This is an optimization exercise on Yosys and OpenROAD, whose aim is small area, a short achievable clock period and few clock cycles per item, not a production implementation.
The RTL was checked by simulation tests, not by an equivalence proof against the original design.

==> job 7636: inputs <==
## rect_polar_converter
module rect_polar_converter (
  input  logic                                clk,
  input  logic                                rst_n,
  input  logic                                in_valid,
  output logic                                in_ready,
  input  logic [1:0]                          in_opcode,
  input  logic signed [rpc_pkg::CW-1:0]       in_operand_first,
  input  logic signed [rpc_pkg::CW-1:0]       in_operand_second,
  output logic                                out_valid,
  input  logic                                out_ready,
  output logic signed [rpc_pkg::CW-1:0]       out_x_out,
  output logic signed [rpc_pkg::CW-1:0]       out_y_out,
  output logic [rpc_pkg::CW-1:0]              out_magnitude,
  output logic signed [rpc_pkg::ANG_W-1:0]    out_angle_rad,
  output logic                                out_mode_error
);
clock: 8.5 ns
lec_check: 0
abc_area: 1
cap_margin: 20
core_margin: 2
core_utilization: 55
setup_slack_margin: 5
slew_margin: 20
standard.sh (not shown) runs the stock make flow with config.mk's settings and CLKGATE_MAP_FILE= SYNTH_SCRIPT=/design/flow/synth_recipe.tcl, a recipe that flattens the netlist after the stock synthesis.
==> flow/flow/run.sh <==
#!/bin/bash
# The standard layout (the standard.sh, unchanged), run with ORFS's
# full/half-adder extraction turned off: with ADDER_MAP_FILE empty, ORFS's
# synthesis skips extract_fa and leaves all adder logic to abc, which maps
# the CORDIC adders to faster and smaller gates than the fa/ha cells. The
# synthesis script, its register mapping and every later step are the standard flow's.
set -euo pipefail
ADDER_MAP_FILE= bash standard.sh > standard.log 2>&1
==> job 1238: changes against job 7636 <==
--- a/flow/design.v
+++ b/flow/design.v
@@ -810,19 +810,17 @@
 module rpc_cordic #(
   parameter int K = 1
 ) (
   input  logic                          polar,
   input  logic                          ccw,
-  input  logic                          nccw,      
   input  logic signed [rpc_pkg::XW-1:0] xi,
   input  logic signed [rpc_pkg::YW-1:0] yi,
   input  logic signed [rpc_pkg::ZW-1:0] zi,
   output logic signed [rpc_pkg::XW-1:0] xo,
   output logic signed [rpc_pkg::YW-1:0] yo,
   output logic signed [rpc_pkg::ZW-1:0] zo,
-  output logic                          ccw_next,
-  output logic                          nccw_next
+  output logic                          ccw_next
 );
   localparam logic [31:0] AT = rpc_pkg::ATAN_Q30[32*K +: 32];
   logic signed [rpc_pkg::XW-1:0] dx;
   logic signed [rpc_pkg::YW-1:0] dy;
   logic signed [rpc_pkg::ZW-1:0] at;
@@ -830,14 +828,13 @@
   logic signed [rpc_pkg::XW:0] xe;
   assign xe  = {polar & xi[rpc_pkg::XW-1], xi};
   assign dy  = rpc_pkg::YW'(xe >>> K);
   assign at  = rpc_pkg::ZW'(AT);
   rpc_addsub #(.W(rpc_pkg::XW)) u_x (.a(xi), .b(dx), .sub(ccw),  .s(xo));
-  rpc_addsub #(.W(rpc_pkg::YW)) u_y (.a(yi), .b(dy), .sub(nccw), .s(yo));
+  rpc_addsub #(.W(rpc_pkg::YW)) u_y (.a(yi), .b(dy), .sub(!ccw), .s(yo));
   rpc_addsub #(.W(rpc_pkg::ZW)) u_z (.a(zi), .b(at), .sub(ccw),  .s(zo));
   assign ccw_next  = polar ? !zo[rpc_pkg::ZW-1] : yo[rpc_pkg::YW-1];
-  assign nccw_next = polar ? zo[rpc_pkg::ZW-1] : !yo[rpc_pkg::YW-1];
 endmodule
 `default_nettype wire
 `default_nettype none
 module rpc_post_round (
   input  logic signed [rpc_pkg::XW-1:0] x,
@@ -1558,33 +1555,14 @@
     if (r0_op == OP_POLAR) n_ccw0 = !rc[16];
     else                   n_ccw0 = ay[16];
     if (r0_op != OP_POLAR) n_pa0 = {6'd0, ax, ay};
     else                   n_pa0 = ka0;
   end
-  logic [44:0] n_kz;
-  always_comb begin
-    case ({n_q, n_ccw0})
-      4'd10: n_kz = 45'h19b2b927c900;
-      4'd11: n_kz = 45'h136a3a52c900;
-      4'd12: n_kz = 45'h0643b6d1de00;
-      4'd13: n_kz = 45'h1ffb37fcde00;
-      4'd14: n_kz = 45'h12d4b47bf300;
-      4'd15: n_kz = 45'h0c8c35a6f300;
-      4'd0: n_kz = 45'h1f65b2260800;
-      4'd1: n_kz = 45'h191d33510800;
-      4'd2: n_kz = 45'h0bf6afd01d00;
-      4'd3: n_kz = 45'h05ae30fb1d00;
-      4'd4: n_kz = 45'h1887ad7a3200;
-      4'd5: n_kz = 45'h123f2ea53200;
-      4'd6: n_kz = 45'h0518ab244700;
-      default: n_kz = 45'h1ed02c4f4700;
-    endcase
-  end
   logic               r1_v;
   logic [1:0]         r1_op;
   logic signed [15:0] r1_a, r1_b;
-  logic [44:0]        r1_kz;
+  logic [13:0]        r1_qh;       
   logic [6:0]         r1_jh;       
   logic               r1_neg, r1_ccw0, r1_invy;
   logic [39:0]        r1_pa0, r1_pa1;
   logic [49:0]        r1_pb0, r1_pb1;
   always_ff @(posedge clk) begin
@@ -1598,20 +1576,33 @@
     r1_jh[4] <= (n_j == 3'd1);
     r1_jh[5] <= (n_j == 3'd2);
     r1_jh[6] <= (n_j == 3'd3);
     r1_neg  <= n_neg;
     r1_ccw0 <= n_ccw0;
-    r1_kz   <= n_kz;
+    r1_qh[0] <= ({n_q, n_ccw0} == 4'd10);
+    r1_qh[1] <= ({n_q, n_ccw0} == 4'd11);
+    r1_qh[2] <= ({n_q, n_ccw0} == 4'd12);
+    r1_qh[3] <= ({n_q, n_ccw0} == 4'd13);
+    r1_qh[4] <= ({n_q, n_ccw0} == 4'd14);
+    r1_qh[5] <= ({n_q, n_ccw0} == 4'd15);
+    r1_qh[6] <= ({n_q, n_ccw0} == 4'd0);
+    r1_qh[7] <= ({n_q, n_ccw0} == 4'd1);
+    r1_qh[8] <= ({n_q, n_ccw0} == 4'd2);
+    r1_qh[9] <= ({n_q, n_ccw0} == 4'd3);
+    r1_qh[10] <= ({n_q, n_ccw0} == 4'd4);
+    r1_qh[11] <= ({n_q, n_ccw0} == 4'd5);
+    r1_qh[12] <= ({n_q, n_ccw0} == 4'd6);
+    r1_qh[13] <= ({n_q, n_ccw0} == 4'd7);
     r1_invy <= !(n_ccw0 ^ n_neg);
     r1_pa0  <= n_pa0;
     r1_pa1  <= ka1;
     r1_pb0  <= cb0;
     r1_pb1  <= cb1;
   end
   logic [39:0] sx0, sx1, sy0, sy1, kx, ky, px, py;
   logic [49:0] kg;
-  logic [44:0] pz, zt, zu;
+  logic [44:0] kz, pz, zt, zu;
   assign sx0 = r1_neg ? ~r1_pa0 : r1_pa0;
   assign sx1 = r1_neg ? ~r1_pa1 : r1_pa1;
   assign kx  = r1_neg ? 40'sd20865056802 : -40'sd20865056736;
   assign sy0 = r1_invy ? ~r1_pa0 : r1_pa0;
   assign sy1 = r1_invy ? ~r1_pa1 : r1_pa1;
@@ -1620,10 +1611,25 @@
       2'b10:   ky = -40'sd20865056736;
       2'b11:   ky =  40'sd20865056802;
       2'b00:   ky =  40'sd20865056801;
       default: ky = -40'sd20865056737;
     endcase
+    kz = '0;
+    if (r1_qh[0]) kz = kz | 45'h19b2b927c900;
+    if (r1_qh[1]) kz = kz | 45'h136a3a52c900;
+    if (r1_qh[2]) kz = kz | 45'h0643b6d1de00;
+    if (r1_qh[3]) kz = kz | 45'h1ffb37fcde00;
+    if (r1_qh[4]) kz = kz | 45'h12d4b47bf300;
+    if (r1_qh[5]) kz = kz | 45'h0c8c35a6f300;
+    if (r1_qh[6]) kz = kz | 45'h1f65b2260800;
+    if (r1_qh[7]) kz = kz | 45'h191d33510800;
+    if (r1_qh[8]) kz = kz | 45'h0bf6afd01d00;
+    if (r1_qh[9]) kz = kz | 45'h05ae30fb1d00;
+    if (r1_qh[10]) kz = kz | 45'h1887ad7a3200;
+    if (r1_qh[11]) kz = kz | 45'h123f2ea53200;
+    if (r1_qh[12]) kz = kz | 45'h0518ab244700;
+    if (r1_qh[13]) kz = kz | 45'h1ed02c4f4700;
     kg = '0;
     if (r1_jh[0]) kg = kg | 50'h3b68e89bd4100;   
     if (r1_jh[1]) kg = kg | 50'h3c31f87675600;   
     if (r1_jh[2]) kg = kg | 50'h3cfb085116b00;   
     if (r1_jh[3]) kg = kg | 50'h3dc4182bb8000;   
@@ -1636,13 +1642,13 @@
   assign xu = {(sx0[38:0] & sx1[38:0]) | (sx0[38:0] & kx[38:0]) | (sx1[38:0] & kx[38:0]), 1'b0};
   assign yt = sy0 ^ sy1 ^ ky;
   assign yu = {(sy0[38:0] & sy1[38:0]) | (sy0[38:0] & ky[38:0]) | (sy1[38:0] & ky[38:0]), 1'b0};
   assign px = xt + xu;
   assign py = yt + yu;
-  assign zt = r1_pb0[44:0] ^ r1_pb1[44:0] ^ r1_kz;
-  assign zu = {(r1_pb0[43:0] & r1_pb1[43:0]) | (r1_pb0[43:0] & r1_kz[43:0])
-               | (r1_pb1[43:0] & r1_kz[43:0]), 1'b0};
+  assign zt = r1_pb0[44:0] ^ r1_pb1[44:0] ^ kz;
+  assign zu = {(r1_pb0[43:0] & r1_pb1[43:0]) | (r1_pb0[43:0] & kz[43:0])
+               | (r1_pb1[43:0] & kz[43:0]), 1'b0};
   assign pz = zt + zu;
   logic [49:0] gt, gu;
   logic [29:0] gl;
   logic [15:0] gh;
   assign gt = r1_pb0 ^ r1_pb1 ^ kg;
@@ -1685,11 +1691,10 @@
   logic [1:0]         c_op  [1:NST];
   logic signed [15:0] c_a   [1:NST];
   logic signed [15:0] c_b   [1:NST];
   logic               c_bc;
   logic               c_ccw [1:NST];
-  logic               c_nccw [1:NST];
   logic signed [XW-1:0] c_x [1:NST];
   logic signed [YW-1:0] c_y [1:NST];
   logic signed [ZW-1:0] c_z [1:NST];
   always_ff @(posedge clk) begin
     c_op[1]  <= r1_op;
@@ -1698,32 +1703,30 @@
     c_bc     <= (r1_op == OP_POLAR) && gl[29];
     c_x[1]   <= s1_x;
     c_y[1]   <= s1_y;
     c_z[1]   <= s1_z;
     c_ccw[1] <= s1_ccw;
-    c_nccw[1] <= !s1_ccw;
   end
   for (genvar k = 1; k < NST; k++) begin : g_rot
     logic signed [XW-1:0] xn;
     logic signed [YW-1:0] yn;
     logic signed [ZW-1:0] zn;
-    logic                 cn, ncn;
+    logic                 cn;
     rpc_cordic #(.K(k)) u_rot (
-      .polar (c_op[k] == OP_POLAR), .ccw (c_ccw[k]), .nccw (c_nccw[k]),
+      .polar (c_op[k] == OP_POLAR), .ccw (c_ccw[k]),
       .xi (c_x[k]), .yi (c_y[k]), .zi (c_z[k]),
-      .xo (xn), .yo (yn), .zo (zn), .ccw_next (cn), .nccw_next (ncn)
+      .xo (xn), .yo (yn), .zo (zn), .ccw_next (cn)
     );
     always_ff @(posedge clk) begin
       c_op[k+1]  <= c_op[k];
       c_a[k+1]   <= c_a[k];
       if (k == 1) c_b[k+1] <= c_b[k] + {15'd0, c_bc};
       else        c_b[k+1] <= c_b[k];
       c_x[k+1]   <= xn;
       c_y[k+1]   <= yn;
       c_z[k+1]   <= zn;
       c_ccw[k+1] <= cn;
-      c_nccw[k+1] <= ncn;
     end
     always_ff @(posedge clk) begin
       if (!rst_n) c_v[k+1] <= 1'b0;
       else        c_v[k+1] <= c_v[k];
     end
@@ -1742,39 +1745,41 @@
   logic [13:0] grl;
   assign g_u = {~c_b[NST][15], c_b[NST][14:0]};
   rpc_mul_ir u_mir (.u (g_u), .s0 (g0), .s1 (g1));
   rpc_addsub #(.W(14)) u_airl (.a ({1'b0, g0[12:0]}), .b ({1'b0, g1[12:0]}), .sub (1'b0), .s (grl));
   logic               p1_v;
-  logic [15:0]        p1_rh0, p1_rh1;
-  logic               p1_rc;
+  logic [15:0]        p1_h0, p1_h1;
+  logic               p1_c;
   logic [1:0]         p1_op;
   logic signed [15:0] p1_a, p1_b, p1_f1, p1_f2;
-  logic [15:0]        p1_m0, p1_m1;
-  logic               p1_mc;
   always_ff @(posedge clk) begin
     p1_op  <= c_op[NST];
     p1_a   <= c_a[NST];
     p1_b   <= c_b[NST];
-    p1_f2  <= q_py;
-    p1_f1  <= (c_op[NST] == OP_POLAR) ? q_px : q_zq;
-    p1_m0  <= q_m0[39:24];
-    p1_m1  <= q_m1[39:24];
-    p1_mc  <= q_ml[24];
-    p1_rh0 <= g0[28:13];
-    p1_rh1 <= g1[28:13];
-    p1_rc  <= grl[13];
+    p1_h1  <= g1[28:13];
+    if (c_op[NST] == OP_POLAR) begin
+      p1_f1 <= q_px;
+      p1_f2 <= q_py;
+      p1_h0 <= g0[28:13];
+      p1_c  <= grl[13];
+    end else begin
+      p1_f1 <= q_zq;
+      p1_f2 <= q_m0[39:24];
+      p1_h0 <= q_m1[39:24];
+      p1_c  <= q_ml[24];
+    end
   end
   logic signed [15:0] r_rep;
   logic [15:0]        gkh;
   always_comb begin
     if (!p1_a[15])                       gkh = 16'd0;
     else if (!p1_b[15] && p1_b != 16'd0) gkh = -16'sd11520;
     else                                 gkh = 16'sd11520;
   end
-  assign r_rep = p1_rh0 + p1_rh1 + gkh + {15'd0, p1_rc};
+  assign r_rep = p1_h0 + p1_h1 + gkh + {15'd0, p1_c};
   logic [15:0] m_sum;
-  assign m_sum = p1_m0 + p1_m1 + {15'd0, p1_mc};
+  assign m_sum = p1_f2 + p1_h0 + {15'd0, p1_c};
   assign e_v  = p1_v;
   assign e_op = p1_op;
   assign e_a  = p1_a;
   assign e_b  = (p1_op == OP_POLAR) ? r_rep : p1_b;
   assign e_f1 = p1_f1;
==> flow/run.sh (new file) <==
#!/bin/bash
# synth_recipe.tcl (not shown) runs the flow's synth.tcl, then flattens the netlist and writes it again
# the make line also repeats each setting of config.mk as NAME=value (left out here)
make -C /OpenROAD-flow-scripts/flow DESIGN_CONFIG=/design/flow/config.mk WORK_HOME=/design/flow/orfs CLKGATE_MAP_FILE= SYNTH_SCRIPT=/design/flow/synth_recipe.tcl finish
removed: flow/flow/run.sh
removed: flow/standard.sh
==> job 3004: changes against job 7636 <==
==> flow/run.sh (new file) <==
#!/bin/bash
# synth_recipe.tcl (not shown) runs the flow's synth.tcl, then flattens the netlist and writes it again
# the make line also repeats each setting of config.mk as NAME=value (left out here)
make -C /OpenROAD-flow-scripts/flow DESIGN_CONFIG=/design/flow/config.mk WORK_HOME=/design/flow/orfs CLKGATE_MAP_FILE= SYNTH_SCRIPT=/design/flow/synth_recipe.tcl finish
removed: flow/flow/run.sh
removed: flow/standard.sh
==> results.txt <==
Dpl cell area: job 1238 157000 um2; job 7636 156000 um2; job 3004 157000 um2
#FFs+latches synth: job 1238 2527; job 7636 2595; job 3004 2595
Avg Vias per Cell: job 1238 5.11; job 7636 5.04; job 3004 5.06
CP Data Arrival Time: job 1238 4.51 ns; job 7636 4.24 ns; job 3004 4.32 ns
Hold-critical path endpoint: job 1238 c_b[12][0]; job 7636 c_b[8][0]; job 3004 c_a[7][4]
Sequential fraction of the synthesis area: job 1238 0.344; job 7636 0.350; job 3004 0.352
Final standard cell utilization of the core: job 1238 0.631; job 7636 0.604; job 3004 0.631
Effective utilization at floorplan: job 1238 0.552; job 7636 0.552; job 3004 0.552
Die Span Y: job 1238 528 um; job 7636 530 um; job 3004 528 um
Max-Slew Margin vs Limit: job 1238 0.235; job 7636 0.224; job 3004 0.301
Worst Setup Slack post-DPL: job 1238 3.56 ns; job 7636 4.51 ns; job 3004 3.41 ns
Stages on worst setup path: job 1238 14; job 7636 13; job 3004 13
Horizontal die dimension: job 1238 528 um; job 7636 530 um; job 3004 528 um
Die area: job 1238 278000 um2; job 7636 281000 um2; job 3004 279000 um2
Multi-input gate count: job 1238 10156; job 7636 16192; job 3004 10043
Post-route cell area: job 1238 172000 um2; job 7636 167000 um2; job 3004 173000 um2
Status: job 1238 no timing/DRC/antenna violations; job 7636 no timing/DRC/antenna violations; job 3004 no timing/DRC/antenna violations
Fraction of the mapped netlist area in compound gates: job 1238 0.0838; job 7636 0.0960; job 3004 0.0866
Most frequent cell after synthesis: job 1238 sky130_fd_sc_hd__inv_1; job 7636 sky130_fd_sc_hd__nand2_1; job 3004 sky130_fd_sc_hd__inv_1
Top achievable clock speed: job 1238 0.269 GHz; job 7636 0.290 GHz; job 3004 0.286 GHz
Syn Inst Count: job 1238 16169; job 7636 22164; job 3004 15953
Top Metal Used: job 1238 met4; job 7636 met5; job 3004 met5
Testbench counts of job 7636, summed over its fixed seeds: cycles 8,160, items 8,000.
Testbench counts of job 1238, summed over its fixed seeds: cycles 8,160, items 8,000.
Testbench counts of job 3004, summed over its fixed seeds: cycles 8,160, items 8,000.

port drivers added, routing unchanged:
Ports are ideal in the flow. The routed layouts listed here were re-timed in OpenROAD. Step 1 (the two cells are an assumption about what drives the block):
set clk [get_ports {clk}]
set_driving_cell -lib_cell sky130_fd_sc_hd__clkbuf_16 $clk
set_driving_cell -lib_cell sky130_fd_sc_hd__buf_2 [delete_from_list [all_inputs] $clk]
Step 2, shift: input delay + t, output delay - t, t = (earliest + latest rising clock arrival at the registers) / 2. This alone moves slack from input paths to output paths. Slacks: ideal ports / drivers / drivers and shift; pairs: ideal ports / drivers.
run	shift t [ns]	setup slack, ns	worst hold slack (ns)	worst setup path after step 2	pins driven straight from the clock port
job 7636	0.994	5.050 / 4.964 / 4.702	0.314 / 0.314 / 0.314	input to register	1
job 1238	0.985	4.785 / 4.785 / 4.588	0.298 / 0.298 / 0.298	input to register	1
job 3004	0.992	5.006 / 4.983 / 4.128	0.311 / 0.311 / 0.311	input to register	1
After both steps setup and hold are still met in every run listed. The setup slack of job 3004, which loses most, moves by -0.023 ns with the drivers and by -0.878 ns with both steps.
